Background: an optimization exercise with open tools, aiming at small area, a short achievable clock period and few clock cycles per item. Do not read the settings as production practice. At most, simulation tests tie the RTL to the original design; equivalence was not proved. For run 1, only the layout was checked, not whether the RTL still works. Power figures rest on the tool's default switching activity, not on a simulated workload.

<file path="config.mk">
export PLATFORM = sky130hd
export DESIGN_NAME = line_follow_pid_steering_core
export DESIGN_NICKNAME = line_follow_pid_steering_core
export VERILOG_FILES = /design/flow/design.v
export SDC_FILE = /design/flow/constraint.sdc
export NUM_CORES = 4
export LEC_CHECK = 0
export CAP_MARGIN = 20
export CORE_MARGIN = 2
export CORE_UTILIZATION = 40
export SLEW_MARGIN = 20
</file>
<file path="constraint.sdc">
create_clock -name core_clock -period 11.0 [get_ports {clk}]
set_input_delay 2.2000 -clock core_clock [delete_from_list [all_inputs] [get_ports {clk}]]
set_output_delay 2.2000 -clock core_clock [all_outputs]
set_load 0.01 [all_outputs]
</file>
<file path="design.v">
package lfps_pkg;
  localparam int NUM_SENSORS = 16;
  localparam int SAMPLE_BITS = 12;
  localparam int THRESH_W    = 12;
  localparam int SUM_W       = 7;
  localparam int CNT_W       = 5;
  localparam int SUM_MAX     = 127;
  localparam int COUNT_MAX   = 31;
  localparam int POS_W       = 13;
  localparam int MIDDLE_Q8   = 1920;
  localparam int POS_MAX     = (NUM_SENSORS - 1) * 256;
  localparam int POS_NONE    = -256;
  localparam int DVD_W       = 21;
  localparam int DVS_W       = 32;
  localparam int INTEG_W     = 48;
  localparam int ACC_W       = 88;
  localparam int MUL_W       = 33;
  localparam int CORR_W      = 22;
  localparam int CORR_LIMIT  = 1048576;
  localparam int PWM_W       = 16;
  typedef enum logic [2:0] {
    REG_KP     = 3'd0,
    REG_KI     = 3'd1,
    REG_KD     = 3'd2,
    REG_CRUISE = 3'd3,
    REG_THRESH = 3'd4
  } reg_idx_t;
  typedef struct packed {
    logic signed [31:0]   kp;
    logic signed [31:0]   ki;
    logic signed [31:0]   kd;
    logic [PWM_W-1:0]     cruise;
    logic [THRESH_W-1:0]  thresh;
  } cfg_t;
  typedef struct packed {
    logic [SUM_W-1:0] index_sum;
    logic [CNT_W-1:0] hit_count;
    logic [31:0]      time_ms;
  } scan_t;
  typedef struct packed {
    logic signed [POS_W-1:0] position_q8;
    logic [PWM_W-1:0]        right_pwm;
    logic                    right_reverse;
    logic [PWM_W-1:0]        left_pwm;
    logic                    left_reverse;
  } result_t;
endpackage
module line_follow_pid_steering_core (
  input  logic        clk,
  input  logic        rst_n,
  input  logic        in_tvalid,
  output logic        in_tready,
  input  logic [47:0] in_tdata,    
  input  logic        in_tlast,    
  output logic        out_tvalid,
  input  logic        out_tready,
  output logic [47:0] out_tdata,
  input  logic        cfg_valid,
  output logic        cfg_ready,
  input  logic [2:0]  cfg_index,
  input  logic [31:0] cfg_data
);
  localparam logic [1:0] P_IDLE = 2'd0, P_DIV = 2'd1, P_DONE = 2'd3;
  localparam logic [1:0] B_IDLE = 2'd0, B_ABS = 2'd1, B_DIV = 2'd2, B_DONE = 2'd3;
  localparam logic [1:0] C_IDLE = 2'd0, C_RUN = 2'd1, C_RES = 2'd2;
  localparam logic [1:0] D_EMPTY = 2'd0, D_ACC = 2'd1, D_WHL = 2'd2, D_OUT = 2'd3;
  logic       rst_q;
  logic [1:0] p_st, b_st, c_st, d_st;
  logic [3:0] p_cnt, b_cnt, c_cnt;
  logic       c_ovl, out_valid_r;
  logic       handoff, p_idle_next, pb_xfer, bc_xfer;
  always_ff @(posedge clk) rst_q <= rst_n;
  logic [31:0] kp_r, ki_r, kd_r;
  logic [15:0] cruise_r;
  logic [11:0] thresh_r;
  assign cfg_ready = 1'b1;
  always_ff @(posedge clk) begin
    if (!rst_q) begin
      kp_r     <= 32'd131072000;
      ki_r     <= '0;
      kd_r     <= '0;
      cruise_r <= 16'd40000;
      thresh_r <= 12'd1000;
    end else if (cfg_valid) begin
      case (cfg_index)
        3'd0: kp_r     <= cfg_data;
        3'd1: ki_r     <= cfg_data;
        3'd2: kd_r     <= cfg_data;
        3'd3: cruise_r <= cfg_data[15:0];
        3'd4: thresh_r <= cfg_data[11:0];
        default: ;
      endcase
    end
  end
  logic        in_rdy_r;
  logic        cap_en_r;     
  logic        v_r, last_r, hit_r;
  logic [3:0]  idx_r;
  logic [31:0] ts_r;
  logic [6:0]  sum_r, sum_fin;
  logic [4:0]  cnt_r, cnt_fin;
  logic [7:0]  sum_add;
  logic        hold, v_next, last_next;
  assign in_tready = in_rdy_r;
  always_comb begin
    sum_add = {1'b0, sum_r} + {4'd0, idx_r};
    sum_fin = sum_r;
    cnt_fin = cnt_r;
    if (hit_r) begin
      sum_fin = sum_add[7] ? 7'd127 : sum_add[6:0];
      cnt_fin = (cnt_r == 5'd31) ? 5'd31 : cnt_r + 5'd1;
    end
  end
  assign handoff   = v_r && last_r && (p_st == P_IDLE);
  assign hold      = v_r && last_r && (p_st != P_IDLE);
  assign v_next    = in_rdy_r ? in_tvalid : hold;
  assign last_next = in_rdy_r ? in_tlast : last_r;
  always_ff @(posedge clk) begin
    if (cap_en_r) begin
      last_r <= in_tlast;
      hit_r  <= in_tdata[11:0] > thresh_r;
      idx_r  <= in_tdata[15:12];
      ts_r   <= in_tdata[47:16];
    end
  end
  always_ff @(posedge clk) begin
    if (!rst_q) begin
      in_rdy_r <= 1'b0;
      cap_en_r <= 1'b1;
      v_r      <= 1'b0;
      sum_r    <= '0;
      cnt_r    <= '0;
    end else begin
      v_r      <= v_next;
      in_rdy_r <= !(v_next && last_next && !p_idle_next);
      cap_en_r <= !(v_next && last_next && !p_idle_next);
      if (v_r && !hold) begin
        if (last_r) begin
          sum_r <= '0;
          cnt_r <= '0;
        end else begin
          sum_r <= sum_fin;
          cnt_r <= cnt_fin;
        end
      end
    end
  end
  logic [31:0]        prev_ts_r, pdt_r;
  logic               pbor_r;
  logic signed [12:0] prev_pos_r;   
  logic [4:0]         prem_r, pdvs_r;
  logic [6:0]         pd3_r;        
  logic [12:0]        pq_r;         
  logic               pzero_r;
  logic [6:0]  pr4;
  logic [7:0]  pt1, pt2, pt3;
  logic [4:0]  prem_n;
  logic [11:0] pq_n;
  always_comb begin
    pr4 = {prem_r, pq_r[11:10]};
    pt1 = {1'b0, pr4} - {3'd0, pdvs_r};
    pt2 = {1'b0, pr4} - {2'd0, pdvs_r, 1'b0};
    pt3 = {1'b0, pr4} - {1'd0, pd3_r};
    if (!pt3[7]) begin
      prem_n = pt3[4:0];
      pq_n   = {pq_r[9:0], 2'd3};
    end else if (!pt2[7]) begin
      prem_n = pt2[4:0];
      pq_n   = {pq_r[9:0], 2'd2};
    end else if (!pt1[7]) begin
      prem_n = pt1[4:0];
      pq_n   = {pq_r[9:0], 2'd1};
    end else begin
      prem_n = pr4[4:0];
      pq_n   = {pq_r[9:0], 2'd0};
    end
  end
  logic [16:0] dlo_v, dhi_v;
  assign dlo_v = {1'b0, pdt_r[15:0]} - {1'b0, prev_ts_r[15:0]};
  assign dhi_v = {1'b0, pdt_r[31:16]} - {1'b0, prev_ts_r[31:16]} - {16'd0, pbor_r};
  logic signed [12:0] pos_v;
  assign pos_v = pzero_r ? -13'sd256 : $signed({1'b0, pq_r[11:0]});
  logic p_final;
  assign p_final = (p_st == P_DONE);
  always_ff @(posedge clk) begin
    if (!rst_q) begin
      p_st      <= P_IDLE;
      p_cnt     <= '0;
      prev_ts_r <= '0;
    end else begin
      case (p_st)
        P_IDLE: begin
          if (handoff) begin
            pdt_r   <= ts_r;
            prem_r  <= {2'd0, sum_fin[6:4]};
            pq_r    <= {1'b0, sum_fin[3:0], 8'd0};
            pdvs_r  <= cnt_fin;
            pd3_r   <= {2'd0, cnt_fin} + {1'd0, cnt_fin, 1'b0};
            pzero_r <= (cnt_fin == 5'd0);
            p_cnt   <= '0;
            p_st    <= P_DIV;
          end
        end
        P_DIV: begin
          prem_r <= prem_n;
          pq_r   <= {1'b0, pq_n};
          p_cnt  <= p_cnt + 4'd1;
          if (p_cnt == 4'd0) begin
            pdt_r[15:0]     <= dlo_v[15:0];
            pbor_r          <= dlo_v[16];
            prev_ts_r[15:0] <= pdt_r[15:0];
          end
          if (p_cnt == 4'd1) begin
            pdt_r[31:16]     <= dhi_v[15:0];
            prev_ts_r[31:16] <= pdt_r[31:16];
          end
          if (p_cnt == 4'd5) p_st <= P_DONE;
        end
        default: begin
          if (pb_xfer) p_st <= P_IDLE;
        end
      endcase
    end
  end
  logic [31:0]        dt_r;
  logic [22:0]        d3_r;         
  logic               dbig_r, dzero_r;
  logic [21:0]        rem_r, q_r;
  logic               dsgn_r;
  logic [13:0]        mreg_r;       
  logic               mprev_r;
  logic [2:0]         mdig_r;       
  logic signed [35:0] accp_r;       
  logic [3:0]         mcnt_r;
  logic               icy_r, iovf_r, isgn_r;
  logic signed [13:0] diff_v;
  logic signed [12:0] err_v;
  assign diff_v = {pos_v[12], pos_v} - {prev_pos_r[12], prev_pos_r};
  assign err_v  = pos_v - 13'sd1920;
  logic [23:0] r4, s1v, s2v, s3v;
  logic [21:0] rem_n, q_n;
  always_comb begin
    r4  = {rem_r, q_r[21:20]};
    s1v = r4 - {2'd0, dt_r[21:0]};
    s2v = r4 - {1'd0, dt_r[21:0], 1'b0};
    s3v = r4 - {1'd0, d3_r};
    if (dbig_r) begin
      rem_n = r4[21:0];
      q_n   = {q_r[19:0], 2'd0};
    end else if (!s3v[23]) begin
      rem_n = s3v[21:0];
      q_n   = {q_r[19:0], 2'd3};
    end else if (!s2v[23]) begin
      rem_n = s2v[21:0];
      q_n   = {q_r[19:0], 2'd2};
    end else if (!s1v[23]) begin
      rem_n = s1v[21:0];
      q_n   = {q_r[19:0], 2'd1};
    end else begin
      rem_n = r4[21:0];
      q_n   = {q_r[19:0], 2'd0};
    end
  end
  function automatic logic [2:0] booth_dig(input logic [2:0] b);
    booth_dig = {b[2], b[1] ^ b[0], (b[2] & ~b[1] & ~b[0]) | (~b[2] & b[1] & b[0])};
  endfunction
  logic [35:0] mmag;
  logic signed [35:0] msum;
  always_comb begin
    mmag = mdig_r[1] ? {4'd0, dt_r} : mdig_r[0] ? {3'd0, dt_r, 1'b0} : 36'd0;
    msum = accp_r + $signed(mmag ^ {36{mdig_r[2]}}) + 36'(mdig_r[2]);
  end
  logic signed [47:0] integ_r;
  logic [11:0] ich_v;
  logic [12:0] isum_v;
  always_comb begin
    case (mcnt_r[1:0])
      2'd3:    ich_v = integ_r[11:0];
      2'd0:    ich_v = integ_r[23:12];
      2'd1:    ich_v = integ_r[35:24];
      default: ich_v = integ_r[47:36];
    endcase
    isum_v = {1'b0, mreg_r[11:0]} + {1'b0, ich_v} + {12'd0, icy_r & (mcnt_r != 4'd7)};
  end
  always_ff @(posedge clk) begin
    if (!rst_q) begin
      b_st       <= B_IDLE;
      b_cnt      <= '0;
      prev_pos_r <= 13'sd1920;
    end else begin
      if (pb_xfer) begin
        prev_pos_r <= pos_v;
        dt_r       <= pdt_r;
        q_r        <= 22'(diff_v);
        dsgn_r     <= diff_v[13];
        mreg_r     <= {err_v[12], err_v};
        mprev_r    <= 1'b0;
        mdig_r     <= booth_dig({pos_v[1:0], 1'b0});
        accp_r     <= '0;
        mcnt_r     <= '0;
        b_st       <= B_ABS;
      end else begin
        case (b_st)
          B_ABS: begin
            rem_r   <= '0;
            q_r     <= {1'b0, dsgn_r ? 13'(-q_r[13:0]) : q_r[12:0], 8'd0};
            d3_r    <= {1'b0, dt_r[21:0]} + {dt_r[21:0], 1'b0};
            dbig_r  <= |dt_r[31:21];
            dzero_r <= (dt_r == 32'd0);
            b_cnt   <= '0;
            b_st    <= B_DIV;
          end
          B_DIV: begin
            rem_r <= rem_n;
            q_r   <= q_n;
            b_cnt <= b_cnt + 4'd1;
            if (b_cnt == 4'd10) b_st <= B_DONE;
          end
          B_DONE: begin
            if (bc_xfer) b_st <= B_IDLE;
          end
          default: ;
        endcase
        if (b_st != B_IDLE) begin
          if (mcnt_r < 4'd7) begin
            accp_r  <= msum >>> 2;
            mreg_r  <= {msum[1:0], mreg_r[13:2]};
            mprev_r <= mreg_r[1];
            mdig_r  <= booth_dig(mreg_r[3:1]);
          end else if (mcnt_r < 4'd11) begin
            {accp_r[33:0], mreg_r} <= {isum_v[11:0], accp_r[33:0], mreg_r[13:12]};
            icy_r  <= isum_v[12];
            iovf_r <= (integ_r[47] == mreg_r[11]) && (isum_v[11] != integ_r[47]);
            isgn_r <= integ_r[47];
          end
          if (mcnt_r != 4'd11) mcnt_r <= mcnt_r + 4'd1;
        end
      end
    end
  end
  localparam logic [57:0] ACC_BIAS = 58'h0080000000200000;   
  localparam logic [57:0] ROW_G    = 58'h0080000000000000;   
  localparam logic [57:0] NEG_BIAS = 58'h037FFFFFFFE00000;   
  logic signed [12:0] e_r;
  logic [21:0]        dd_r;         
  logic               ds_r;         
  logic [55:0]        s_r, c_r;
  logic               cin_r, sticky_r;
  logic [2:0]         bp_r, bd_r, bi_r;    
  logic d_can_write, c_take, c_last, out_load;
  assign out_load    = (d_st == D_OUT);
  assign d_can_write = (d_st == D_EMPTY) && !out_valid_r;
  assign c_last      = (c_st == C_RUN) && (c_cnt == 4'd15);
  assign c_take      = (c_st == C_IDLE) || (c_st == C_RES && d_can_write) ||
                       (c_last && d_can_write);
  assign bc_xfer     = (b_st == B_DONE) && c_take;
  assign pb_xfer     = p_final && ((b_st == B_IDLE) || bc_xfer);
  assign p_idle_next = ((p_st == P_IDLE) && !handoff) || pb_xfer;
  function automatic logic [2:0] trip_sel(input logic [31:0] k, input logic [3:0] j);
    logic [32:0] kx;
    logic [2:0]  m1 [0:7];
    logic [2:0]  m2 [0:3];
    logic [2:0]  m3 [0:1];
    kx = {k, 1'b0};
    for (int i = 0; i < 8; i++) m1[i] = j[0] ? kx[4*i+2 +: 3] : kx[4*i +: 3];
    for (int i = 0; i < 4; i++) m2[i] = j[1] ? m1[2*i+1] : m1[2*i];
    for (int i = 0; i < 2; i++) m3[i] = j[2] ? m2[2*i+1] : m2[2*i];
    trip_sel = j[3] ? m3[1] : m3[0];
  endfunction
  logic [3:0]  bj;
  logic [2:0]  tp, td, ti;
  always_comb begin
    bj = c_cnt + 4'd1;
    tp = trip_sel(kp_r, bj);
    td = trip_sel(kd_r, bj);
    ti = trip_sel(ki_r, bj);
  end
  logic [13:0] mE;
  logic [21:0] mD;
  logic [48:0] mI;
  logic [21:0] rowE;
  logic [22:0] rowD;
  logic [56:0] rowI;
  logic [57:0] sin, cinp, rdg, s1, c1, s2, c2, s3, c3;
  logic [2:0]  lowsum;
  logic        nD, nP, nI, first;
  always_comb begin
    first = (c_cnt == 4'd0);
    nP = bp_r[2];
    nI = bi_r[2];
    nD = bd_r[2] ^ ds_r;
    mE = bp_r[1] ? {e_r[12], e_r} : bp_r[0] ? {e_r, 1'b0} : 14'd0;
    mD = bd_r[1] ? dd_r : bd_r[0] ? {dd_r[20:0], 1'b0} : 22'd0;
    mI = bi_r[1] ? {integ_r[47], integ_r} : bi_r[0] ? {integ_r, 1'b0} : 49'd0;
    rowE = ({mE, 8'd0} ^ {22{nP}}) ^ 22'h200000;
    rowD = ({1'b0, mD} ^ {23{nD}}) ^ 23'h400000;
    rowI = ({mI, 8'd0} ^ {57{nI}}) ^ 57'h100000000000000;
    rdg  = {35'd0, rowD} | ROW_G;
    sin  = first ? ACC_BIAS : {2'd0, s_r};
    cinp = first ? 58'd0 : {2'd0, c_r};
    s1 = sin ^ cinp ^ {1'b0, rowI};
    c1 = {(sin[56:0] & cinp[56:0]) | (sin[56:0] & rowI) | (cinp[56:0] & rowI), nD};
    s2 = s1 ^ c1 ^ rdg;
    c2 = {(s1[56:0] & c1[56:0]) | (s1[56:0] & rdg[56:0]) | (c1[56:0] & rdg[56:0]), nP};
    s3 = s2 ^ c2 ^ {36'd0, rowE};
    c3 = {(s2[56:0] & c2[56:0]) | (s2[56:0] & {35'd0, rowE}) | (c2[56:0] & {35'd0, rowE}), nI};
    lowsum = {1'b0, s3[1:0]} + {1'b0, c3[1:0]} + {2'd0, (first ? 1'b0 : cin_r)};
  end
  always_ff @(posedge clk) begin
    if (!rst_q) begin
      c_st    <= C_IDLE;
      c_cnt   <= 4'd15;
      c_ovl   <= 1'b0;
      integ_r <= '0;
    end else begin
      c_ovl <= 1'b0;
      if (c_st == C_RUN) begin
        s_r      <= s3[57:2];
        c_r      <= c3[57:2];
        cin_r    <= lowsum[2];
        sticky_r <= (first ? 1'b0 : sticky_r) | (|lowsum[1:0]);
        if (!c_last) c_cnt <= c_cnt + 4'd1;
        bp_r     <= booth_dig(tp);
        bd_r     <= booth_dig(td);
        bi_r     <= booth_dig(ti);
        if (c_last) begin
          if (d_can_write) begin
            c_ovl <= 1'b1;
            c_st  <= C_IDLE;
          end else begin
            c_st  <= C_RES;
          end
        end
      end else if (c_st == C_RES && d_can_write) begin
        c_st <= C_IDLE;
      end
      if (bc_xfer) begin
        e_r     <= prev_pos_r - 13'sd1920;
        dd_r    <= dzero_r ? 22'd0 : q_r;
        ds_r    <= dsgn_r;
        if (iovf_r)
          integ_r <= isgn_r ? {1'b1, 47'd0} : {1'b0, {47{1'b1}}};
        else
          integ_r <= {accp_r[33:0], mreg_r};
        c_cnt   <= '0;
        c_st    <= C_RUN;
        bp_r    <= booth_dig(tp);
        bd_r    <= booth_dig(td);
        bi_r    <= booth_dig(ti);
      end
    end
  end
  logic [46:0]        out_r;
  logic [20:0]        x_r;          
  logic               inc_r;        
  logic               big_r;        
  logic               cpos_r;       
  logic               d_cap, dpos_cap;
  logic [57:0]        ys, yk;
  logic [21:0]        alo;
  function automatic logic carry_tree(input logic [35:0] g, input logic [35:0] p, input logic ci);
    logic [35:0] gg, pp;
    gg = g;
    pp = p;
    for (int w = 1; w < 64; w = w * 2) begin
      for (int i = 0; i < 36; i = i + 2 * w) begin
        if (i + w < 36) begin
          int hi;
          hi = (i + 2 * w - 1 < 36) ? i + 2 * w - 1 : 35;
          gg[hi] = gg[hi] | (pp[hi] & gg[i + w - 1]);
          pp[hi] = pp[hi] & pp[i + w - 1];
        end
      end
    end
    carry_tree = gg[35] | (pp[35] & ci);
  endfunction
  logic [57:21]       kz, ko;
  logic               hzero, hones, asign;
  logic [21:0]        xt;
  assign d_cap    = c_ovl || (c_st == C_RES && d_can_write);
  assign dpos_cap = (c_last && d_can_write) || (c_st == C_RES && d_can_write);
  always_comb begin
    ys = {2'd0, s_r} ^ {2'd0, c_r} ^ NEG_BIAS;
    yk = {({1'b0, s_r} & {1'b0, c_r}) | ({1'b0, s_r} & NEG_BIAS[56:0]) |
          ({1'b0, c_r} & NEG_BIAS[56:0]), cin_r};
    alo   = {1'b0, ys[20:0]} + {1'b0, yk[20:0]};
    asign = ys[57] ^ yk[57] ^ carry_tree(ys[56:21] & yk[56:21], ys[56:21] | yk[56:21], alo[21]);
    kz[21] = alo[21];
    ko[21] = alo[21];
    for (int i = 22; i <= 57; i++) begin
      kz[i] = ys[i-1] | yk[i-1];
      ko[i] = ys[i-1] & yk[i-1];
    end
    hzero = ((ys[57:21] ^ yk[57:21] ^ kz) == '0);
    hones = ((ys[57:21] ^ yk[57:21] ^ ko) == '1);
    xt = {1'b0, x_r} + {21'd0, inc_r};
  end
  logic [21:0] v_v;
  logic [16:0] fast_v, slow_v;
  always_comb begin
    v_v    = {6'd0, cruise_r} - {1'b0, x_r};
    fast_v = {cruise_r, 1'b0};
    slow_v = {(xt > 22'h00FFFF) ? 16'hFFFF : xt[15:0], big_r};
  end
  assign x_r        = out_r[20:0];
  assign out_tvalid = out_valid_r;
  assign out_tdata  = {1'b0, out_r};
  always_ff @(posedge clk) begin
    if (!rst_q) begin
      d_st        <= D_EMPTY;
      out_valid_r <= 1'b0;
    end else begin
      if (out_load) begin
        out_valid_r <= 1'b1;
        d_st        <= D_EMPTY;
      end else if (out_tready) begin
        out_valid_r <= 1'b0;
      end
      if (d_st == D_ACC) d_st <= D_WHL;
      if (d_st == D_WHL) d_st <= D_OUT;
      if (d_cap) d_st <= D_ACC;
    end
  end
  always_ff @(posedge clk) begin
    if (dpos_cap) out_r[46:34] <= e_r + 13'sd1920;
    if (d_cap) begin
      big_r <= !(hzero || hones);
      if (!asign) begin
        out_r[20:0] <= alo[20:0];
        inc_r       <= 1'b0;
        cpos_r      <= !hzero || (alo[20:0] != 21'd0);
      end else begin
        out_r[20:0] <= ~alo[20:0];
        inc_r       <= ~sticky_r;
        cpos_r      <= 1'b0;
      end
    end
    if (d_st == D_ACC) begin
      out_r[20:0] <= (big_r || xt > 22'h100000) ? 21'h100000 : xt[20:0];
    end
    if (d_st == D_WHL) begin
      out_r[20:0] <= v_v[21] ? ~v_v[20:0] : v_v[20:0];
      inc_r       <= v_v[21];
      big_r       <= v_v[21];
    end
    if (out_load) begin
      out_r[33:0] <= cpos_r ? {slow_v, fast_v} : {fast_v, slow_v};
    end
  end
endmodule
</file>
<file path="flow/run.sh">
#!/bin/bash
set -euo pipefail
bash standard.sh SETUP_SLACK_MARGIN=7 finish > standard.log 2>&1
</file>
<file path="standard.sh">
#!/bin/bash
# synth_recipe.tcl (not shown) runs the flow's synth.tcl, then flattens the netlist and writes it again
# the make line also repeats each setting of config.mk as NAME=value (left out here)
make -C /OpenROAD-flow-scripts/flow DESIGN_CONFIG=/design/flow/config.mk WORK_HOME=/design/flow/orfs CLKGATE_MAP_FILE= SYNTH_SCRIPT=/design/flow/synth_recipe.tcl "${@:-finish}"
</file>
==> summary.md, run 1 <==
| Metric | Value |
|---|---|
| Clock H-tree levels | `3` |
| Final Skew | `0.0178 ns` |
| Largest area contributor in the netlist | `edfxtp_1` |
| TritonCTS Sinks | `725` |
| Final hold viol count | `0` |
| Vias post-DR | `between 40k and 50k` |
| Initial antenna violation count | `1` |
| Avg Cell Area, Syn | `9.15 um^2` |
| Routed Antenna Nets | `0` |
| Power per cell area | `between 100 and 150 nW/um^2` |
| Starting density of the core | `0.404` |
| Sequential share of the synthesized area | `0.366` |
| Synth Instances | `about 5.7k` |
| Max stage delay cell, worst path | `clkdlybuf4s50_1` |
| Die Wd | `366 um` |
| Row cnt | `132` |
| RD Place Congestion | `~0.92` |
| Total wire length | `around 150,000 um` |
| Die area | `about 130,000 um^2` |
| TritonCTS clock tree | `yes` |
| IO Count | `140` |
| Synth cell count leaders | `812 x nand2_1, 547 x inv_1, 500 x ha_1, 470 x edfxtp_1, 448 x a21oi_1` |
| RSZ-0062 raised after global routing | `yes` |
| Hold WC Path Type | `register to register` |
| Final hold slack | `0.453 ns` |
| Worst path cell trace | `clkdlybuf4s50_1` |
| Avg WL per Cell | `~19 um` |
| EDFF count, synth | `470` |
| Async S/R FF share, synth | `0` |
| Post-layout min period | `just under 4 ns` |
| Setup TNS | `0 ns` |
| Worst skew pair latency | `approximately 0.68 ns` |
| Inst Count DP | `7,409` |
| Slew @ Worst Pin | `about 1.1 ns` |
| VDD IR max | `between 0.1 and 0.15 mV` |
| Dpl hpwl | `107,000 um` |
| Number of buffers and inverters on the critical path | `1` |
| Largest net degree at the start of global routing | `around 110` |
| Clk root buf | `clkbuf_16` |
| Yosys top cell area share | `0.269` |
| Hold Buf Count CTS | `0` |
| Rel. slew slack | `0.284` |
| GRT overflow | `0` |
| IO Port Bufs | `~140` |
| Share of cells above drive strength 1 | `0.0753` |
| Worst-path clk slew | `~0.060 ns` |
| Synth Flop Type | `edfxtp_1` |
| Synth top area cells | `edfxtp_1 27%, ha_1 12%, dfxtp_1 9.7%, nand2_1 5.8%, fa_1 5.2%` |
| DRC | `0` |
| Fillers | `between 10k and 15k` |
| Pre-antenna DRT Iters | `9` |
| CP Data Required Time | `8.80 ns` |
| Cell Area, Placed | `55,600 um^2` |
| Final setup vio count | `0` |
| Die H | `around 370 um` |
| Ys Warns | `10` |
| Top delay family on crit path | `buffers and inverters` |
| Final Cell Area | `roughly 60,000 um^2` |
| Synth unique cells | `93` |
| Non-Filler Instances | `between 7k and 8k` |
| GRT Total Usage | `0.213` |
| Leakage power | `roughly 24 nW` |
| Starting DRT DRC Count | `~3.4k` |
| Tcrit/Tclk final | `0.358` |
| Critical path data arrival time | `between 1.5 and 2 ns` |
| Core area | `130,000 um^2` |
| Critical path launch point type | `register` |
| Max-cap violation count | `0` |
| Mapped Area | `about 53,000 um^2` |
| First-pass GRT wire length | `between 200,000 and 250,000 um` |
| Fmax | `roughly 250 MHz` |
| CP Capture Type | `output port` |
| Fin nets | `~6.5k` |
| Crit-path max cell delay | `0.58 ns` |
| Total nets after synthesis | `around 6.5k` |
| DR vias/cell | `roughly 5.4` |
| Vias in the first global route | `39.8k` |
| TritonCTS buffer count | `slightly below 90` |
| Maximum fanout along the worst path | `5` |
| Crit path kind | `register to output port` |
| Area grow syn2layout | `13.2%` |
| Status | `complete, no violations` |
| Clk buf depth | `3` |
| Cell with the most instances after synthesis | `nand2_1` |
| #FFs+latches synth | `725` |
| Final Max Slew Viols | `0` |
tightest hold or removal path, delay by kind of cell (launching register included):
| kind | cells | cell delay [ns] |
|---|---|---|
| AND/OR/NAND/NOR | 1 | 0.05 |
| AO/OA/AOI/OAI | 1 | 0.05 |
| flip-flops | 1 | 0.31 |
cells in the final DEF (no fill, tap or decap), types with 22 or more instances in the layout:
cell type        count
a222oi_1            22
a21o_1              64
a21boi_0            28
nor3_1              79
o31ai_1             34
clkdlybuf4s50_1    135
and3_1              38
a31oi_1             37
xor2_1             115
nor2b_1             76
o21ai_0            292
buf_4              101
or2_2               26
nand3_1             92
a21oi_1            437
mux4_2              39
or3_1               39
edfxtp_1           470
nor2_1             308
and2_1              68
fa_1               136
o21a_1              55
o211ai_1            88
dfxtp_1            253
a22oi_1             67
clkbuf_16           98
ha_1               494
nor4_1              27
nand2_1            810
nand4_1             35
nand2b_1            50
inv_1              547
mux2i_1             45
a211oi_1            45
xnor2_1            272
area by class of cell:
class                           instances  area, um^2  share of cell area
Multi-Input combinational cell       4203       30800               0.517
Sequential cell                       725       19200               0.323
Clock buffer                          127        2700              0.0453
Timing Repair Buffer                  247        2230              0.0375
Tap cell                             1742        2180              0.0367
Inverter                              554        2090              0.0351
Clock inverter                         38         278             0.00467
Antenna cell                            2        5.00           0.0000842
routing by layer:
metal	GRT usage	share of wire
met1	0.291	0.45
met2	0.350	0.47
met3	0.0250	0.048
met4	0.0749	0.038
met5	0	0
where the power goes:
| group | switching [mW] | total [mW] | internal (mW) |
|---|---|---|---|
| combinational | 0.152 | 0.260 | 0.108 |
| sequential | 0.0267 | 2.93 | 2.91 |
| clock | 1.24 | 2.99 | 1.75 |
flip-flops by register name (all words and copies together) (netlist names), 23 cells and up:
name and count:
dt_r 32, prev_ts_r 32, s_r 56, d3_r 23, kd_r 32, ki_r 32, integ_r 48, kp_r 32
pdt_r 32, out_r 47, c_r 56, accp_r 35, ts_r 32
final timing paths:
check,start,to,slack (ns),depth (start not counted)
worst max register to register,dt_r[6],rem_r[18],7.16,11
worst min register to register,ki_r[31],ki_r[31],0.45,2
worst min-delay path,ki_r[31],ki_r[31],0.45,2
worst max-delay path,out_r[4],out_tdata[4],7.06,1
what timing repair did:
item                       4_1_cts  5_1_grt
pin swaps                        7       17
cloned                           3        1
setup buffers                   34       24
gates resized for setup         29       69
setup endpoints to repair      207      195
logic make-up after synthesis:
| logic type | count (synthesis) | synth area share |
|---|---|---|
| simple gates | 1717 | 0.149 |
| compound gates | 1358 | 0.162 |
| buf+inv | 818 | 0.0592 |
| flops | 725 | 0.366 |
| fa+ha+maj | 637 | 0.171 |
| xor+xnor | 390 | 0.0650 |
| mux | 95 | 0.0276 |
| other cells | 2 | 0.000143 |
per-stage QoR:
step	utilization	setup WS (ns)	power, mW
3_3_place_gp	0.428	5.54	3.24
5_1_grt	0.457	6.89	6.39
2_1_floorplan	-	7.04	3.14
6_report	0.457	7.06	6.19
3_5_place_dp	0.428	5.48	3.25
4_1_cts	0.454	7.00	6.26
==> run 2, diff against run 1 <==
--- a/design.v
+++ b/design.v
@@ -224,5 +224,4 @@
   end
   logic [31:0]        dt_r;
-  logic [22:0]        d3_r;         
   logic               dbig_r, dzero_r;
   logic [21:0]        rem_r, q_r;
@@ -239,4 +238,6 @@
   assign err_v  = pos_v - 13'sd1920;
   logic [23:0] r4, s1v, s2v, s3v;
+  logic [24:0] t3a, t3b, t3c, t3x, t3y;
+  logic [25:0] t3s;
   logic [21:0] rem_n, q_n;
   always_comb begin
@@ -244,5 +245,11 @@
     s1v = r4 - {2'd0, dt_r[21:0]};
     s2v = r4 - {1'd0, dt_r[21:0], 1'b0};
-    s3v = r4 - {1'd0, d3_r};
+    t3a = {1'b0, r4};
+    t3b = ~{3'd0, dt_r[21:0]};
+    t3c = ~{2'd0, dt_r[21:0], 1'b0};
+    t3x = t3a ^ t3b ^ t3c;
+    t3y = {(t3a[23:0] & t3b[23:0]) | (t3a[23:0] & t3c[23:0]) | (t3b[23:0] & t3c[23:0]), 1'b1};
+    t3s = {t3x, 1'b1} + {t3y, 1'b1};
+    s3v = {t3s[25], t3s[23:1]};
     if (dbig_r) begin
       rem_n = r4[21:0];
@@ -305,5 +312,4 @@
             rem_r   <= '0;
             q_r     <= {1'b0, dsgn_r ? 13'(-q_r[13:0]) : q_r[12:0], 8'd0};
-            d3_r    <= {1'b0, dt_r[21:0]} + {dt_r[21:0], 1'b0};
             dbig_r  <= |dt_r[31:21];
             dzero_r <= (dt_r == 32'd0);
==> summary.md, run 2 <==
| Metric | Value |
|---|---|
| Synth unique cells | `101 (+8.6%)` |
| Avg Cell Area, Syn | `9.18 um^2 (+0.36%)` |
| Dpl hpwl | `105,000 um (-2.3%)` |
| Worst-path clk slew | `0.06 ns (about the same)` |
| Core area | `126,000 um^2 (-3.3%)` |
| Share of cells above drive strength 1 | `0.0771 (+0.00181)` |
| Fin nets | `6,322 (-3.4%)` |
| Hold Buf Count CTS | `0 (unchanged)` |
| RR Endpoint | `accp_r[32]` |
| Most frequent cells in the layout | `876 x nand2_1, 508 x inv_1, 464 x ha_1, 447 x edfxtp_1, 427 x a21oi_1` |
| Total nets after synthesis | `6,236 (-3.6%)` |
| Worst skew pair latency | `0.69 ns (about the same)` |
| Avg WL per Cell | `19.2 um (+0.38%)` |
| Final hold viol count | `0 (unchanged)` |
| Crit path kind | `register to output port` |
| Yosys top cell area share | `0.265 (-0.00382)` |
| Clk buf depth | `3 (unchanged)` |
| R2r setup slk | `7.11 ns (-0.05 ns)` |
| Synth Instances | `5,520 (-3.9%)` |
| Leakage power | `22.9 nW (-3.3%)` |
| Maximum fanout along the worst path | `3 (-2)` |
| Top delay family on crit path | `buffers and inverters` |
| IO Port Bufs | `137 (unchanged)` |
| Power per cell area | `156 nW/um^2 (+50%)` |
| Rel. slew slack | `0.281 (-0.00262)` |
| Die Wd | `360 um (-1.8%)` |
| Async S/R FF share, synth | `0 (unchanged)` |
| Largest area contributor in the netlist | `edfxtp_1` |
| GRT Total Usage | `0.213 (about the same)` |
| Vias in the first global route | `38.7k (-2.6%)` |
| Status | `complete, no violations` |
| Max-cap violation count | `0 (unchanged)` |
| Worst Hold Path EP | `ki_r[28]` |
| Starting DRT DRC Count | `3,270 (-4.6%)` |
| Total wire length | `141,000 um (-3.7%)` |
| Max stage delay cell, worst path | `clkdlybuf4s50_1` |
| TritonCTS Sinks | `702 (-3.2%)` |
| CP Capture Type | `output port` |
| Fmax | `255 MHz (+0.38%)` |
| TritonCTS buffer count | `84 (-4.5%)` |
| Routed Antenna Nets | `0 (unchanged)` |
| Crit-path max cell delay | `0.58 ns (about the same)` |
| Number of diodes | `0 (-2)` |
| Critical path data arrival time | `1.72 ns (-0.02 ns)` |
| CP Data Required Time | `8.80 ns (about the same)` |
| Critical path launch point type | `register` |
| Clk root buf | `clkbuf_16` |
| Initial antenna violation count | `0 (-1)` |
| Fillers | `12.1k (-3.6%)` |
| Vias post-DR | `39.8k (-3.9%)` |
| Row cnt | `130 (-1.5%)` |
| Sequential share of the synthesized area | `0.365 (about the same)` |
| Slew @ Worst Pin | `1.07 ns (+0.00391 ns)` |
| Largest net degree at the start of global routing | `97 (-11%)` |
| Tcrit/Tclk final | `0.356 (-0.00135)` |
| Post-layout min period | `3.92 ns (-0.0148 ns)` |
| Post-layout util | `0.458 (about the same)` |
| Worst path cell trace | `clkdlybuf4s50_1` |
| Worst R2R Path Depth | `14 (+3)` |
| Pre-antenna DRT Iters | `7 (-2)` |
| VDD IR max | `0.151 mV (+24%)` |
| Synth top area cells | `edfxtp_1 26%, ha_1 12%, dfxtp_1 10%, nand2_1 6.5%, fa_1 6.2%` |
| First-pass GRT wire length | `220,000 um (-3.7%)` |
| TritonCTS clock tree | `yes` |
| Cell with the most instances after synthesis | `nand2_1` |
| RD Place Congestion | `0.926 (+1.1%)` |
| Final hold slack | `0.452 ns (-0.000302 ns)` |
| DR vias/cell | `5.43 (+0.13%)` |
| DRC | `0 (unchanged)` |
| IO Count | `140 (unchanged)` |
| Synth Flop Type | `edfxtp_1` |
| Setup TNS | `0 ns (unchanged)` |
| #FFs+latches synth | `702 (-3.2%)` |
| Hold WC Path Type | `register to register` |
| Final setup vio count | `0 (unchanged)` |
| Area grow syn2layout | `13.5%` |
| Clock H-tree levels | `3 (unchanged)` |
| Final Skew | `0.0268 ns (+0.00905 ns)` |
| Mapped Area | `50,700 um^2 (-3.5%)` |
| Crit Reg-Reg Startpoint | `mdig_r[1]` |
| GRT overflow | `0 (unchanged)` |
| Synth cell count leaders | `879 x nand2_1, 522 x inv_1, 470 x ha_1, 447 x edfxtp_1, 430 x a21oi_1` |
| Number of buffers and inverters on the critical path | `1 (unchanged)` |
| Hold_sp | `ki_r[28]` |
| Die H | `360 um (-1.8%)` |
| Ys Warns | `10 (unchanged)` |
| Hold path depth | `2 (unchanged)` |
| EDFF count, synth | `447 (-4.9%)` |
| Commonest non-fill, non-tap cell in the layout | `nand2_1` |
| Largest registers | `c_r (56), s_r (56), integ_r (48)` |
| Final Max Slew Viols | `0 (unchanged)` |
| RSZ-0062 raised after global routing | `yes` |
| Die area | `130,000 um^2 (-3.5%)` |
| Starting density of the core | `0.403 (-0.00106)` |
==> run 2: changes by cell type after synthesis, sizes merged, moves of 20 or more <==
cell / change
nand2: +68
nor2: -51
xor2: +32
ha: -30
inv: -26
edfxtp: -23
o21a: -23
fa: +20
==> run 2: logic make-up (layout without fill, tap and decap cells) <==
logic type      count (synthesis)  after routing  synth area share
simple gates                 1673           1674             0.148
flops                         702            702             0.365
xor+xnor                      412            413            0.0718
mux                            91             91            0.0277
fa+ha+maj                     627            627             0.178
compound gates               1237           1238             0.150
buf+inv                       776            931            0.0583
other cells                     2              2          0.000148
==> run 2: per-layer routing <==
metal,vias up,GRT usage,share of wire
li1,19400,-,-
met1,19100,0.286,0.44
met2,1103,0.352,0.47
met3,251,0.0272,0.050
met4,0,0.0792,0.040
met5,-,0,0
==> run 2: stage by stage <==
stage,cell area [um^2],power [mW],cells,worst slack [ns]
final,57600,8.97,7328,7.08
after global routing,57600,9.46,7328,6.82
after CTS,56800,8.88,7292,7.00
after detailed placement,53600,5.97,7103,6.37
after global placement,53600,5.94,7103,6.47
after floorplan,50700,5.21,5520,7.04
==> run 2: power by group <==
group          internal (mW)  switching, mW  total [mW]
Clock                   1.64           1.18        2.82
Sequential              3.10          0.222        3.32
Combinational           1.16           1.67        2.83
Total                   5.90           3.07        8.97
==> run 2: final cells by class <==
| cell class | instances | area (um^2) | area share |
|---|---|---|---|
| Multi-Input combinational cell | 4045 | 29900 | 0.519 |
| Sequential cell | 702 | 18500 | 0.322 |
| Timing Repair Buffer | 247 | 2340 | 0.0406 |
| Clock buffer | 107 | 2310 | 0.0402 |
| Tap cell | 1650 | 2060 | 0.0359 |
| Inverter | 526 | 2000 | 0.0347 |
| Clock inverter | 51 | 452 | 0.00785 |
==> run 2: worst max path at each step <==
stage / slack, ns / cells past startpoint / end / start
floorplan: 7.04 / 10 / sticky_r / bi_r[2]
global placement: 6.47 / 9 / s_r[19] / c_cnt[0]
detailed placement: 6.37 / 9 / s_r[19] / c_cnt[0]
CTS: 7.00 / 13 / rem_r[19] / dt_r[8]
global route: 6.82 / 15 / accp_r[32] / mdig_r[1]
finish: 7.08 / 1 / out_tdata[0] / out_r[0]
==> run 2: what timing repair did <==
| item | CTS | global route |
|---|---|---|
| buffers inserted | 29 | 33 |
| resized for setup | 54 | 78 |
| endpoints found under the setup margin | 229 | 145 |
| cloned | 2 | 3 |
| pin swaps | 9 | 23 |
Testbench counts of run 2, summed over its fixed seeds: cycles 5,456, scans 320.
==> run 3, diff against run 2 <==
==> flow/run.sh (replaced) <==
#!/bin/bash
set -euo pipefail
bash standard.sh SETUP_SLACK_MARGIN=7 "BUFFER_PORTS_ARGS=-buffer_cell sky130_fd_sc_hd__buf_2" finish > standard.log 2>&1
==> summary.md, run 3 <==
| Metric | Value |
|---|---|
| First-pass GRT wire length | `217,000 um (-1.3%)` |
| Yosys top cell area share | `0.265 (unchanged)` |
| Ys Warns | `10 (unchanged)` |
| TritonCTS clock tree | `yes` |
| Total wire length | `139,000 um (-1.5%)` |
| CP Data Required Time | `11.39 ns (+2.59 ns)` |
| Mapped Area | `50,700 um^2 (unchanged)` |
| Tcrit/Tclk final | `0.353 (-0.00305)` |
| Area grow syn2layout | `12.1%` |
| Number of diodes | `0 (unchanged)` |
| GRT overflow | `0 (unchanged)` |
| TritonCTS buffer count | `86 (+2.4%)` |
| Die area | `130,000 um^2 (unchanged)` |
| Share of cells above drive strength 1 | `0.0991 (+0.0220)` |
| Fillers | `12.1k (+0.050%)` |
| Synth unique cells | `101 (unchanged)` |
| Sequential share of the synthesized area | `0.365 (unchanged)` |
| Status | `complete, no violations` |
| Power per cell area | `161 nW/um^2 (+3.4%)` |
| Synth Instances | `5,520 (unchanged)` |
| Die Wd | `360 um (unchanged)` |
| Leakage power | `23.0 nW (+0.17%)` |
| Initial antenna violation count | `0 (unchanged)` |
| Largest registers | `c_r (56), s_r (56), integ_r (48)` |
| DR vias/cell | `5.41 (-0.42%)` |
| Critical path launch point type | `register` |
| Pre-antenna DRT Iters | `6 (-1)` |
| Final hold viol count | `0 (unchanged)` |
| Fmax | `257 MHz (+0.86%)` |
| Worst-path clk slew | `0.07 ns (about the same)` |
| Vias post-DR | `39.5k (-0.79%)` |
| Row cnt | `130 (unchanged)` |
| Final worst slack | `7.11 ns (+0.0335 ns)` |
| Post-layout util | `0.452 (-0.00574)` |
| Total nets after synthesis | `6,236 (unchanged)` |
| Clk root buf | `clkbuf_16` |
| Rel. slew slack | `0.304 (+0.0228)` |
| Avg Cell Area, Syn | `9.18 um^2 (unchanged)` |
| Starting DRT DRC Count | `3,067 (-6.2%)` |
| Clk buf depth | `3 (unchanged)` |
| Synth cell count leaders | `879 x nand2_1, 522 x inv_1, 470 x ha_1, 447 x edfxtp_1, 430 x a21oi_1` |
| Critical path data arrival time | `4.28 ns (+2.56 ns)` |
| Commonest non-fill, non-tap cell in the layout | `nand2_1` |
| Avg WL per Cell | `19.0 um (-1.1%)` |
| Hold WC Path Type | `register to register` |
| Synth Flop Type | `edfxtp_1` |
| Starting density of the core | `0.403 (unchanged)` |
| IO Count | `140 (unchanged)` |
| CP Capture Type | `register` |
| Worst skew pair latency | `0.70 ns (about the same)` |
| TritonCTS Sinks | `702 (unchanged)` |
| VDD IR max | `0.135 mV (-11%)` |
| Most frequent cells in the layout | `875 x nand2_1, 510 x inv_1, 464 x ha_1, 447 x edfxtp_1, 426 x a21oi_1` |
| Fin nets | `6,295 (-0.43%)` |
| Slew @ Worst Pin | `1.04 ns (-0.0303 ns)` |
| Final setup vio count | `0 (unchanged)` |
| Dpl ws | `6.29 ns (-0.0732 ns)` |
| DRC | `0 (unchanged)` |
| RD Place Congestion | `0.932 (+0.59%)` |
| Routed Antenna Nets | `0 (unchanged)` |
| Cell with the most instances after synthesis | `nand2_1` |
| Maximum fanout along the worst path | `8 (+5)` |
| Crit path kind | `register to register` |
| Final Skew | `0.0496 ns (+0.0228 ns)` |
| Dpl hpwl | `103,000 um (-1.3%)` |
| Synth top area cells | `edfxtp_1 26%, ha_1 12%, dfxtp_1 10%, nand2_1 6.5%, fa_1 6.2%` |
| Largest net degree at the start of global routing | `97 (unchanged)` |
| Final Max Slew Viols | `0 (unchanged)` |
| Core area | `126,000 um^2 (unchanged)` |
| IO Port Bufs | `137 (unchanged)` |
| Largest area contributor in the netlist | `edfxtp_1` |
| #FFs+latches synth | `702 (unchanged)` |
| Vias in the first global route | `38.1k (-1.6%)` |
| Clock H-tree levels | `3 (unchanged)` |
| Post-layout min period | `3.89 ns (-0.0335 ns)` |
| Die H | `360 um (unchanged)` |
| Setup TNS | `0 ns (unchanged)` |
| EDFF count, synth | `447 (unchanged)` |
| RSZ-0062 raised after global routing | `yes` |
| Max-cap violation count | `0 (unchanged)` |
| GRT Total Usage | `0.210 (-0.00328)` |
| Async S/R FF share, synth | `0 (unchanged)` |
run 3: through the flow:
step	hold WS (ns)	total power, mW	cells	cell area [um^2]
3_3_place_gp	0.440	5.91	7101	52900
4_1_cts	0.455	9.11	7276	56300
5_1_grt	0.473	9.64	7301	56800
2_1_floorplan	0.430	5.21	5520	50700
6_report	0.454	9.16	7301	56800
3_5_place_dp	0.447	5.95	7102	52900
run 3: report_power, final:
part	switching (mW)	internal [mW]	total, mW
registers	0.220	3.10	3.32
logic	1.65	1.12	2.77
clock network	1.22	1.85	3.07
total	3.09	6.07	9.16
run 3: worst paths after layout:
check	from	end	slack, ns	cells past startpoint
min	kp_r[6]	kp_r[6]	0.45	2
min reg2reg	kp_r[6]	kp_r[6]	0.45	2
max	dt_r[0]	rem_r[6]	7.11	12
max reg2reg	dt_r[0]	rem_r[6]	7.11	12
run 3: cells by family after synthesis:
family | after synthesis | share of synthesized area
buffers and inverters | 776 | 0.0583
DFF | 702 | 0.365
adders and majority gates | 627 | 0.178
muxes | 91 | 0.0277
other | 2 | 0.000148
xor gates and xnor gates | 412 | 0.0718
and+or+nand+nor | 1673 | 0.148
AOI/OAI and AO/OA | 1237 | 0.150
run 3: per-layer routing:
layer | GRT usage | part of all wire
met5 | 0 | 0
met4 | 0.0631 | 0.030
met3 | 0.0281 | 0.048
met2 | 0.349 | 0.47
met1 | 0.284 | 0.45
run 3: final cells by class:
cell class	instances	area, um^2	area share
clock buffer	114	2550	0.0449
clock inverter	46	527	0.00927
inverter	526	1990	0.0350
multi-input combinational	4044	29700	0.523
sequential	702	18500	0.326
tap	1650	2060	0.0363
timing repair buffer	219	1430	0.0251
run 3: critical path, stage by stage (launching register included):
cell and delay (ns):
edfxtp_1 0.44, ha_1 0.27, fa_1 0.43, nand2b_2 0.24
a21oi_4 0.18, o2111ai_1 0.23, a211oi_2 0.30, nand4bb_1 0.21
nand2_2 0.16, mux2_4 0.41, or3_4 0.46, o221ai_1 0.20
a21oi_1 0.07
run 3: timing repair:
item / CTS / global route
gates cloned: 1 / 3
hold buffers: 0 / 0
buffers inserted: 13 / 22
pin swaps: 4 / 21
endpoints found under the setup margin: 234 / 157
gates resized for setup: 46 / 73
==> run 4, diff against run 3 <==
--- a/config.mk
+++ b/config.mk
@@ -9,3 +9,5 @@
 export CORE_MARGIN = 2
 export CORE_UTILIZATION = 40
+export CTS_CLUSTER_DIAMETER = 70
+export CTS_CLUSTER_SIZE = 30
 export SLEW_MARGIN = 20
==> summary.md, run 4 <==
| Metric | Value |
|---|---|
| Largest family of logic cells by synthesized area | `adder cells` |
| Multiplexer share of the synthesized area | `0.0277 (unchanged)` |
| Dpl hpwl | `103,000 um (unchanged)` |
| Max stage delay cell, worst path | `or3_4` |
| Synth unique cells | `101 (unchanged)` |
| RD Place Congestion | `0.932 (unchanged)` |
| Rel. slew slack | `0.193 (-0.111)` |
| Critical path launch point type | `register` |
| EDFF count, synth | `447 (unchanged)` |
| Non-Filler Instances | `7,272 (-0.40%)` |
| Row cnt | `130 (unchanged)` |
| Cell with the most instances after synthesis | `nand2_1` |
| Compound-Gate Fraction of Synth Area | `0.150 (unchanged)` |
| Avg Cell Area, Syn | `9.18 um^2 (unchanged)` |
| Synth top area cells | `edfxtp_1 26%, ha_1 12%, dfxtp_1 10%, nand2_1 6.5%, fa_1 6.2%` |
| Maximum fanout along the worst path | `8 (unchanged)` |
| TritonCTS Sinks | `702 (unchanged)` |
| Critical path data arrival time | `4.30 ns (+0.02 ns)` |
| Vias post-DR | `39.3k (-0.36%)` |
| Vias in the first global route | `37.8k (-0.89%)` |
| Mapped Area | `50,700 um^2 (unchanged)` |
| DR vias/cell | `5.41 (about the same)` |
| Max-cap violation count | `0 (unchanged)` |
| Area grow syn2layout | `11.0%` |
| GRT Total Usage | `0.209 (-0.000959)` |
| Post-Synth Simple-Gate Area | `0.148 (unchanged)` |
| Status | `complete, no violations` |
| Sequential share of the synthesized area | `0.365 (unchanged)` |
| GRT overflow | `0 (unchanged)` |
| Routed Antenna Nets | `0 (unchanged)` |
| #FFs+latches synth | `702 (unchanged)` |
| Fmax | `254 MHz (-1.1%)` |
| TritonCTS buffer count | `68 (-21%)` |
| Final hold viol count | `0 (unchanged)` |
| Setup TNS | `0 ns (unchanged)` |
| IO Port Bufs | `137 (unchanged)` |
| Largest net degree at the start of global routing | `97 (unchanged)` |
| TritonCTS clock tree | `yes` |
| Yosys top cell area share | `0.265 (unchanged)` |
| Crit path kind | `register to register` |
| CP Capture Type | `register` |
| Clk buf depth | `3 (unchanged)` |
| Synth Instances | `5,520 (unchanged)` |
| Async S/R FF share, synth | `0 (unchanged)` |
| Final Max Slew Viols | `0 (unchanged)` |
| Hold WC Path Type | `register to register` |
| Worst-path clk slew | `0.07 ns (about the same)` |
| Starting DRT DRC Count | `3,118 (+1.7%)` |
| CP Data Required Time | `11.37 ns (-0.02 ns)` |
| Total power | `8.65 mW (-5.6%)` |
| Crit-path max cell delay | `0.47 ns (about the same)` |
| Most frequent cells in the layout | `876 x nand2_1, 507 x inv_1, 464 x ha_1, 447 x edfxtp_1, 424 x a21oi_1` |
| Initial antenna violation count | `0 (unchanged)` |
| Synth cell count leaders | `879 x nand2_1, 522 x inv_1, 470 x ha_1, 447 x edfxtp_1, 430 x a21oi_1` |
| Clk root buf | `clkbuf_16` |
| Adder-Cell Fraction of Synth Area | `0.178 (unchanged)` |
| Ys Warns | `10 (unchanged)` |
| Total nets after synthesis | `6,236 (unchanged)` |
| Final Skew | `0.0498 ns (+0.000252 ns)` |
| Power per cell area | `154 nW/um^2 (-4.7%)` |
| Worst skew pair latency | `0.69 ns (about the same)` |
| Cell Area, Placed | `52,900 um^2 (unchanged)` |
| Commonest non-fill, non-tap cell in the layout | `nand2_1` |
| Worst path cell trace | `buf_4, ha_1, fa_1, nand2b_4, a21oi_4, o2111ai_2, a211oi_2, nand4bb_1, nand2_2, mux2_4, or3_4, o221ai_1, a21oi_1` |
| Largest area contributor in the netlist | `edfxtp_1` |
| Synth Flop Type | `edfxtp_1` |
| Pre-antenna DRT Iters | `6 (unchanged)` |
| IO Count | `140 (unchanged)` |
| Core area | `126,000 um^2 (unchanged)` |
| Post-layout min period | `3.93 ns (+0.0437 ns)` |
| Tcrit/Tclk final | `0.357 (+0.00397)` |
| Final Cell Area | `56,300 um^2 (-0.95%)` |
| Die Wd | `360 um (unchanged)` |
| XOR/XNOR share of the synthesized area | `0.0718 (unchanged)` |
| RSZ-0062 raised after global routing | `yes` |
| Fillers | `12.1k (+0.35%)` |
| DRC | `0 (unchanged)` |
| Share of cells above drive strength 1 | `0.0978 (-0.00125)` |
| Starting density of the core | `0.403 (unchanged)` |
| Die H | `360 um (unchanged)` |
| Slew @ Worst Pin | `1.20 ns (+0.154 ns)` |
| VDD IR max | `0.129 mV (-3.9%)` |
| Leakage power | `22.7 nW (-1.2%)` |
| Largest registers | `c_r (56), s_r (56), integ_r (48)` |
| Inst Count DP | `7,102 (unchanged)` |
| Avg WL per Cell | `19.0 um (+0.25%)` |
| First-pass GRT wire length | `216,000 um (-0.55%)` |
| Final setup vio count | `0 (unchanged)` |
| Clock H-tree levels | `3 (unchanged)` |
| Hold Buf Count CTS | `0 (unchanged)` |
| Total wire length | `138,000 um (-0.15%)` |
| Die area | `130,000 um^2 (unchanged)` |
| Fin nets | `6,285 (-0.16%)` |
[run 4: cell counts after synthesis]
Identical to the previous run, type by type.
[run 4: cells by family after synthesis]
logic type	after synthesis
simple gates	1673
compound gates	1237
buf+inv	776
flops	702
fa+ha+maj	627
xor+xnor	412
mux	91
other cells	2
[run 4: layout make-up]
| class | instances | area [um^2] | share of cell area |
|---|---|---|---|
| diodes | 1 | 2.50 | 0.0000445 |
| clock buffers | 77 | 1820 | 0.0324 |
| clock inverters | 45 | 568 | 0.0101 |
| inverters | 526 | 1990 | 0.0353 |
| multi-input cells | 4046 | 29800 | 0.530 |
| flip-flops and latches | 702 | 18500 | 0.329 |
| well taps | 1650 | 2060 | 0.0367 |
| repair buffers | 225 | 1490 | 0.0265 |
[run 4: worst max-delay path, delay by kind of cell (launching register included)]
kind                     cells  cell delay, ns
AO/OA/AOI/OAI                5            0.99
adder cells (fa/ha/maj)      2            0.65
buffers and inverters        1            0.18
flip-flops                   1            0.46
multiplexers                 1            0.39
AND/OR/NAND/NOR              4            0.98
[run 4: through the flow]
stage	utilization	hold WS [ns]	setup WS, ns
finish	0.448	0.456	7.07
global placement	0.421	0.440	6.33
global route	0.448	0.475	6.91
floorplan	-	0.430	7.04
CTS	0.443	0.458	6.88
detailed placement	0.421	0.447	6.29
[run 4: final timing paths]
kind                start        to  slack (ns)  cells after the start
hold reg to reg   kp_r[6]   kp_r[6]        0.46                      2
hold / removal    kp_r[6]   kp_r[6]        0.46                      2
setup reg to reg  dt_r[0]  rem_r[6]        7.07                     13
setup / recovery  dt_r[0]  rem_r[6]        7.07                     13
[run 4: power by group]
| part | internal (mW) | total (mW) | switching, mW |
|---|---|---|---|
| sequential | 3.10 | 3.32 | 0.220 |
| clock | 1.32 | 2.55 | 1.23 |
| combinational | 1.12 | 2.78 | 1.65 |
| total | 5.54 | 8.65 | 3.10 |
[run 4: what timing repair did]
action                                  CTS  global route
buffers inserted                         15            26
endpoints found under the setup margin  243           157
resized for setup                        46            86
cloned                                    2             4
pin swaps                                 4            24
[run 4: layer usage]
metal / global-route usage / wire length, um / vias to the layer above
met5: 0 / 0 / -
met4: 0.0660 / 4660 / 0
met3: 0.0260 / 6480 / 210
met2: 0.346 / 65200 / 1010
met1: 0.284 / 62100 / 18900
li1: - / - / 19300
==> run 5, diff against run 4 <==
--- a/design.v
+++ b/design.v
@@ -150,29 +150,28 @@
   logic signed [12:0] prev_pos_r;   
   logic [4:0]         prem_r, pdvs_r;
-  logic [6:0]         pd3_r;        
   logic [12:0]        pq_r;         
   logic               pzero_r;
-  logic [6:0]  pr4;
-  logic [7:0]  pt1, pt2, pt3;
+  logic [4:0]  pr [0:2];
+  logic [11:0] pq [0:2];
   logic [4:0]  prem_n;
   logic [11:0] pq_n;
   always_comb begin
-    pr4 = {prem_r, pq_r[11:10]};
-    pt1 = {1'b0, pr4} - {3'd0, pdvs_r};
-    pt2 = {1'b0, pr4} - {2'd0, pdvs_r, 1'b0};
-    pt3 = {1'b0, pr4} - {1'd0, pd3_r};
-    if (!pt3[7]) begin
-      prem_n = pt3[4:0];
-      pq_n   = {pq_r[9:0], 2'd3};
-    end else if (!pt2[7]) begin
-      prem_n = pt2[4:0];
-      pq_n   = {pq_r[9:0], 2'd2};
-    end else if (!pt1[7]) begin
-      prem_n = pt1[4:0];
-      pq_n   = {pq_r[9:0], 2'd1};
-    end else begin
-      prem_n = pr4[4:0];
-      pq_n   = {pq_r[9:0], 2'd0};
+    pr[0] = prem_r;
+    pq[0] = pq_r[11:0];
+    for (int i = 0; i < 2; i++) begin
+      logic [5:0] r2;
+      logic [6:0] d7;
+      r2 = {pr[i], pq[i][11]};
+      d7 = {1'b0, r2} - {2'b0, pdvs_r};
+      if (!d7[6]) begin
+        pr[i+1] = d7[4:0];
+        pq[i+1] = {pq[i][10:0], 1'b1};
+      end else begin
+        pr[i+1] = r2[4:0];
+        pq[i+1] = {pq[i][10:0], 1'b0};
+      end
     end
+    prem_n = pr[2];
+    pq_n   = pq[2];
   end
   logic [16:0] dlo_v, dhi_v;
@@ -196,5 +195,4 @@
             pq_r    <= {1'b0, sum_fin[3:0], 8'd0};
             pdvs_r  <= cnt_fin;
-            pd3_r   <= {2'd0, cnt_fin} + {1'd0, cnt_fin, 1'b0};
             pzero_r <= (cnt_fin == 5'd0);
             p_cnt   <= '0;
==> flow/run.sh (replaced) <==
#!/bin/bash
set -euo pipefail
bash standard.sh SETUP_SLACK_MARGIN=7 finish > standard.log 2>&1
--- a/config.mk
+++ b/config.mk
@@ -9,5 +9,3 @@
 export CORE_MARGIN = 2
 export CORE_UTILIZATION = 40
-export CTS_CLUSTER_DIAMETER = 70
-export CTS_CLUSTER_SIZE = 30
 export SLEW_MARGIN = 20
==> summary.md, run 5 <==
| Metric | Value |
|---|---|
| Status | `complete, no violations` |
| CP Data Required Time | `8.80 ns (-2.57 ns)` |
| Synth cell count leaders | `867 x nand2_1, 503 x inv_1, 456 x ha_1, 441 x a21oi_1, 441 x edfxtp_1` |
| Final worst slack | `7.04 ns (-0.0333 ns)` |
| GRT Total Usage | `0.214 (+0.00531)` |
| Number of diodes | `0 (-1)` |
| Async S/R FF share, synth | `0 (unchanged)` |
| Starting DRT DRC Count | `3,488 (+12%)` |
| Vias in the first global route | `38.1k (+0.88%)` |
| Worst path cell trace | `clkdlybuf4s50_1` |
| Max stage delay cell, worst path | `clkdlybuf4s50_1` |
| Tcrit/Tclk final | `0.360 (+0.00303)` |
| DRC | `0 (unchanged)` |
| Die area | `128,000 um^2 (-0.98%)` |
| Cell with the most instances after synthesis | `nand2_1` |
| Clk root buf | `clkbuf_16` |
| Total wire length | `139,000 um (+0.40%)` |
| Rel. slew slack | `0.317 (+0.124)` |
| Clock power frac | `0.324 (+0.029)` |
| Worst skew pair latency | `0.71 ns (+0.02 ns)` |
| Final hold slack | `0.454 ns (-0.00227 ns)` |
| Slew @ Worst Pin | `1.02 ns (-0.171 ns)` |
| Critical path data arrival time | `1.76 ns (-2.54 ns)` |
| Hold WC Path Type | `register to register` |
| RD Place Congestion | `0.913 (-2.0%)` |
| Fmax | `252 MHz (-0.84%)` |
| Final Cell Area | `57,100 um^2 (+1.5%)` |
| Comb power frac | `0.313 (-0.008)` |
| CP Capture Type | `output port` |
| Final Skew | `0.0321 ns (-0.0177 ns)` |
| RSZ-0062 raised after global routing | `yes` |
| Core area | `124,000 um^2 (-1.3%)` |
| Avg Cell Area, Syn | `9.22 um^2 (+0.33%)` |
| Die H | `358 um (-0.49%)` |
| Largest registers | `c_r (56), s_r (56), integ_r (48)` |
| Crit-path max cell delay | `0.59 ns (+0.12 ns)` |
| Crit path kind | `register to output port` |
| Ys Warns | `12 (+2)` |
| Max-cap violation count | `0 (unchanged)` |
| Yosys top cell area share | `0.264 (-0.000936)` |
| Final hold viol count | `0 (unchanged)` |
| Routed Antenna Nets | `0 (unchanged)` |
| GRT overflow | `0 (unchanged)` |
| Mapped Area | `50,200 um^2 (-0.99%)` |
| Synth unique cells | `86 (-15%)` |
| Maximum fanout along the worst path | `3 (-5)` |
| Pint | `5.96 mW (+7.6%)` |
| Synth Flop Type | `edfxtp_1` |
| Leakage power | `22.8 nW (+0.42%)` |
| Synth top area cells | `edfxtp_1 26%, ha_1 11%, dfxtp_1 10%, nand2_1 6.5%, fa_1 6.2%` |
| Top delay family on crit path | `buffers and inverters` |
| Worst-path clk slew | `0.06 ns (about the same)` |
| Critical path launch point type | `register` |
| Sequential share of the synthesized area | `0.366 (about the same)` |
| Vias post-DR | `39.7k (+0.81%)` |
| Clk buf depth | `3 (unchanged)` |
| #FFs+latches synth | `696 (-0.85%)` |
| Total nets after synthesis | `6,147 (-1.4%)` |
| Setup TNS | `0 ns (unchanged)` |
| Synth Instances | `5,447 (-1.3%)` |
| VDD IR max | `0.135 mV (+4.3%)` |
| Largest net degree at the start of global routing | `99 (+2.1%)` |
| Sw frac | `0.345 (-0.0142)` |
| Fin nets | `6,228 (-0.91%)` |
| Largest area contributor in the netlist | `edfxtp_1` |
| Most frequent cells in the layout | `864 x nand2_1, 488 x inv_1, 445 x ha_1, 441 x edfxtp_1, 430 x a21oi_1` |
| Number of buffers and inverters on the critical path | `1 (unchanged)` |
| Area of the multi-input gates | `29,600 um^2 (-0.73%)` |
| EDFF count, synth | `441 (-1.3%)` |
| Die Wd | `358 um (-0.49%)` |
| Post-layout min period | `3.96 ns (+0.0333 ns)` |
| TritonCTS clock tree | `yes` |
| First-pass GRT wire length | `217,000 um (+0.49%)` |
| Net Sw Power | `3.14 mW (+1.1%)` |
| Avg WL per Cell | `19.2 um (+0.90%)` |
| Dpl ws | `6.09 ns (-0.205 ns)` |
| TritonCTS buffer count | `83 (+22%)` |
| Initial antenna violation count | `6 (+6)` |
| Dpl hpwl | `102,000 um (-1.1%)` |
| Fillers | `11.8k (-2.7%)` |
| TritonCTS Sinks | `696 (-0.85%)` |
| Sequential power share | `0.363 (-0.020)` |
| IO Port Bufs | `137 (unchanged)` |
| Starting density of the core | `0.404 (+0.00119)` |
| DR vias/cell | `5.48 (+1.3%)` |
| Reg area | `18,400 um^2 (-0.97%)` |
| Final Max Slew Viols | `0 (unchanged)` |
| Pre-antenna DRT Iters | `6 (unchanged)` |
| Clock H-tree levels | `3 (unchanged)` |
| Power per cell area | `159 nW/um^2 (+3.6%)` |
| Row cnt | `129 (-0.77%)` |
| IO Count | `140 (unchanged)` |
| Hold Buf Count CTS | `0 (unchanged)` |
| Commonest non-fill, non-tap cell in the layout | `nand2_1` |
| Cell Area, Placed | `53,200 um^2 (+0.46%)` |
| Final setup vio count | `0 (unchanged)` |
| Area grow syn2layout | `13.8%` |
| Share of cells above drive strength 1 | `0.0813 (-0.0166)` |
run 5: power by group through the flow:
stage / registers (mW) / clock network [mW] / logic, mW
after floorplan: 3.23 / 0 / 1.98
after detailed placement: 3.35 / 0 / 2.66
after global placement: 3.35 / 0 / 2.63
after CTS: 3.29 / 3.02 / 2.76
after global routing: 3.31 / 3.11 / 3.16
final: 3.30 / 2.95 / 2.85
run 5: cells by family after synthesis:
logic type / Yosys count / share of synthesized area
AOI/OAI and AO/OA: 1264 / 0.156
xor gates and xnor gates: 405 / 0.0708
adders and majority gates: 611 / 0.175
buffers and inverters: 759 / 0.0574
DFF: 696 / 0.366
muxes: 108 / 0.0316
other: 2 / 0.000150
and+or+nand+nor: 1602 / 0.144
run 5: layout make-up:
type                       count  area share
multi-input combinational   3994       0.518
sequential                   696       0.321
timing repair buffer         246      0.0404
clock buffer                 108      0.0403
tap                         1637      0.0358
inverter                     507      0.0335
clock inverter                48      0.0107
run 5: worst paths after layout:
path,start,to,slack [ns],depth (start not counted)
setup reg to reg,dt_r[3],rem_r[1],7.07,13
setup / recovery,out_r[0],out_tdata[0],7.04,1
hold reg to reg,thresh_r[1],thresh_r[1],0.45,2
hold / removal,thresh_r[1],thresh_r[1],0.45,2
run 5: stage by stage:
| stage | total power [mW] | instances | util |
|---|---|---|---|
| after floorplan | 5.21 | 5447 | - |
| after global placement | 5.98 | 7019 | 0.428 |
| after detailed placement | 6.01 | 7019 | 0.428 |
| after CTS | 9.07 | 7203 | 0.455 |
| after global routing | 9.58 | 7236 | 0.460 |
| final | 9.10 | 7236 | 0.460 |
run 5: timing repair:
action                     in CTS  in global routing
cloned                          2                  2
setup endpoints to repair     340                105
pin swaps                       5                 19
buffers inserted               26                 30
gates resized for setup        51                 79
run 5: layer usage:
layer / track usage / part of all wire / vias up
li1: - / - / 19100
met1: 0.306 / 0.46 / 19100
met2: 0.341 / 0.46 / 1208
met3: 0.0271 / 0.060 / 196
met4: 0.0597 / 0.025 / 0
met5: 0 / 0 / -
Testbench counts of run 5, summed over its fixed seeds: cycles 5,456, scans 320.

==> static timing again, ports no longer ideal <==
Ports are ideal in the flow. The routed layouts listed here were re-timed in OpenROAD.
Step 1 assumes that a clkbuf_16 drives the clock port and a buf_2 every other input.
Step 2, shift: input delay + t, output delay - t, t = (earliest + latest rising clock arrival at the registers) / 2. This alone moves slack from input paths to output paths.
Slacks: ideal / step 1 / step 2; pairs: ideal / step 1.
run | t (ns) | setup WS [ns] | clock arrival spread, ns | slew at the worst register clock pin (ns) | pins driven straight from the clock port
run 1 | 0.740 | 7.064 / 6.997 / 6.607 | 0.017 / 0.017 | 0.06 / 0.06 | 1
run 2 | 0.745 | 7.079 / 7.008 / 6.672 | 0.028 / 0.028 | 0.07 / 0.07 | 1
run 3 | 0.750 | 7.113 / 7.113 / 6.942 | 0.050 / 0.050 | 0.07 / 0.07 | 1
run 4 | 0.738 | 7.069 / 7.069 / 6.932 | 0.055 / 0.056 | 0.10 / 0.10 | 1
run 5 | 0.779 | 7.036 / 6.952 / 6.786 | 0.032 / 0.032 | 0.07 / 0.07 | 1
After both steps setup and hold are still met in every run listed. For run 1, which loses most, drivers alone change the setup slack by -0.067 ns; drivers and shift together by -0.457 ns.
